Context: an optimization exercise on an open-source flow, tuned for small area, a short achievable clock period and few clock cycles per item. The choices shown serve that exercise and are no tape-out recipe.
The RTL was checked by simulation tests, not by an equivalence proof against the original design.

## rev 12
==> module nps_dist, before the edit <==
module nps_dist #(
    parameter logic [24:0] REGM = 25'h1FFFFFF
) (
    input  logic               clk,
    input  logic signed [23:0] ax,
    input  logic signed [23:0] ay,
    input  logic signed [23:0] bx,
    input  logic signed [23:0] by,
    output logic [24:0]        root
);
    localparam int NS = 25;
    logic [24:0] dx, dy;
    logic [49:0] rad;
    logic [24:0] ddx, ddy;
    assign ddx = 25'({ax[23], ax} - {bx[23], bx});
    assign ddy = 25'({ay[23], ay} - {by[23], by});
    always_ff @(posedge clk)
    begin
        dx <= {ddx[24], ddx[23:0] ^ {24{ddx[24]}}};
        dy <= {ddy[24], ddy[23:0] ^ {24{ddy[24]}}};
    end
    nps_sqsum u_sq (
        .clk (clk),
        .dx  (dx),
        .dy  (dy),
        .rad (rad)
    );
    for (genvar j = 0; j < NS; j++)
    begin : g_st
        logic [j+1:0]      rem_o;
        logic [j:0]        root_o;
        logic [49-2*j:0]   rad_i;
        logic [j+2:0]      rs;
        logic [j+2:0]      trial_n;
        logic [j+3:0]      diff;
        logic              ge;
        logic [j+1:0]      rem_c;
        logic [j:0]        root_c;
        if (j == 0)
        begin : g_first
            assign rad_i = rad;
            assign rs    = 3'(rad_i[49:48]);
            assign trial_n = 3'b110;
        end
        else
        begin : g_next
            assign rad_i = g_st[j-1].g_mid.rad_n;
            assign rs    = {g_st[j-1].rem_o, rad_i[49-2*j:48-2*j]};
            assign trial_n = {1'b1, g_st[j-1].root_o, 2'b10};
        end
        assign diff   = {1'b0, rs} + {1'b1, trial_n} + (j + 4)'(1);
        assign ge     = !diff[j+3];
        assign rem_c  = ge ? diff[j+1:0] : rs[j+1:0];
        if (j == 0)
        begin : g_r0
            assign root_c = !ge;
        end
        else
        begin : g_rn
            assign root_c = {g_st[j-1].root_o, !ge};
        end
        if (j == NS - 1)
        begin : g_last
            always_ff @(posedge clk)
            begin
                root_o <= root_c;
            end
        end
        else
        begin : g_mid
            logic [47-2*j:0] rad_n;
            if (REGM[j])
            begin : g_reg
                always_ff @(posedge clk)
                begin
                    root_o <= root_c;
                    rem_o  <= rem_c;
                    rad_n  <= rad_i[47-2*j:0];
                end
            end
            else
            begin : g_comb
                assign root_o = root_c;
                assign rem_o  = rem_c;
                assign rad_n  = rad_i[47-2*j:0];
            end
        end
    end
    assign root = ~g_st[NS-1].root_o;
endmodule
clock: 10.0 ns
lec_check: 0
abc_clock_period_in_ps: 3500
cap_margin: 20
core_margin: 2
core_utilization: 60
cts_cluster_diameter: 90
cts_cluster_size: 25
place_density: 0.7
slew_margin: 20
standard.sh (not shown) runs the stock make flow with config.mk's settings and CLKGATE_MAP_FILE= SYNTH_SCRIPT=/design/flow/synth_recipe.tcl, a recipe that flattens the netlist after the stock synthesis.
==> flow/flow/run.sh <==
#!/bin/bash
set -euo pipefail
cd "$(dirname "${BASH_SOURCE[0]}")/.."
bash standard.sh SETUP_SLACK_MARGIN=6.0 finish > flow_standard.log 2>&1
Testbench counts of rev 12, summed over its fixed seeds: cycles 9,792, queries 192.
diff inputs: rev 12 => rev 13
diff --git a/flow/design.v b/flow/design.v
--- a/flow/design.v
+++ b/flow/design.v
@@ -105,35 +105,35 @@
         logic [j+1:0]      rem_o;
         logic [j:0]        root_o;
         logic [49-2*j:0]   rad_i;
         logic [j+2:0]      rs;
-        logic [j+2:0]      trial_n;
+        logic [j+2:0]      trial;
         logic [j+3:0]      diff;
         logic              ge;
         logic [j+1:0]      rem_c;
         logic [j:0]        root_c;
         if (j == 0)
         begin : g_first
             assign rad_i = rad;
             assign rs    = 3'(rad_i[49:48]);
-            assign trial_n = 3'b110;
+            assign trial = 3'd1;
         end
         else
         begin : g_next
             assign rad_i = g_st[j-1].g_mid.rad_n;
             assign rs    = {g_st[j-1].rem_o, rad_i[49-2*j:48-2*j]};
-            assign trial_n = {1'b1, g_st[j-1].root_o, 2'b10};
+            assign trial = {1'b0, g_st[j-1].root_o, 2'b01};
         end
-        assign diff   = {1'b0, rs} + {1'b1, trial_n} + (j + 4)'(1);
+        assign diff   = {1'b0, rs} - {1'b0, trial};
         assign ge     = !diff[j+3];
         assign rem_c  = ge ? diff[j+1:0] : rs[j+1:0];
         if (j == 0)
         begin : g_r0
-            assign root_c = !ge;
+            assign root_c = ge;
         end
         else
         begin : g_rn
-            assign root_c = {g_st[j-1].root_o, !ge};
+            assign root_c = {g_st[j-1].root_o, ge};
         end
         if (j == NS - 1)
         begin : g_last
             always_ff @(posedge clk)
@@ -160,9 +160,9 @@
                 assign rad_n  = rad_i[47-2*j:0];
             end
         end
     end
-    assign root = ~g_st[NS-1].root_o;
+    assign root = g_st[NS-1].root_o;
 endmodule
 `timescale 1ns / 1ps
 module nps_sqsum (
     input  logic        clk,
- Compared with rev 12, rev 13 shows wire length per cell lower by 1.7%.
- When rev 13 is measured against rev 12, its detailed route wirelength on metal3 turns out 5.5% higher.
- Against rev 12 as the reference, rev 13 delivers a higher number of clock buffer instances in the layout.
- Rev 12 → rev 13: number of nets in the layout grew by 1193, total via count in the routed design grew by about 1.5%, total length of routed wires grew by 0.52%, area of all sequential standard cells held steady.
- Summary: with rev 12 as the reference, post-CTS setup-driven buffer insertion count in rev 13 moved down by more than a quarter.
- Delta (rev 13 minus rev 12): final design area excluding fillers +0.84%; tightest hold margin +31 ps; height of the die ~0 delta; final cell count without fillers +2.2%.
Testbench counts of rev 13, summed over its fixed seeds: cycles 9,792, queries 192.

[re-timing with driven ports]
No port has a modelled driver above. Below, the same layouts with a new extraction and two added sets of constraints. Step 1 (the two cells are an assumption about what drives the block):
set clk [get_ports {clk}]
set_driving_cell -lib_cell sky130_fd_sc_hd__clkbuf_16 $clk
set_driving_cell -lib_cell sky130_fd_sc_hd__buf_2 [delete_from_list [all_inputs] $clk]
Step 2 also shifts input and output timing later by t, the mid clock arrival at the registers, as if the neighbouring blocks saw the same clock. Slacks: ideal / step 1 / step 2; pairs: ideal / step 1.
| run | shift t [ns] | setup WS [ns] | worst register clock-pin slew, ns | pins driven straight from the clock port |
|---|---|---|---|---|
| rev 12 | 1.252 | 5.795 / 5.795 / 5.031 | 0.11 / 0.11 | 1 |
| rev 13 | 1.268 | 5.856 / 5.856 / 5.074 | 0.11 / 0.11 | 1 |
After both steps setup and hold are still met in every run listed. The setup slack of rev 13, which loses most, moves by 0.000 ns with the drivers and by -0.782 ns with both steps.
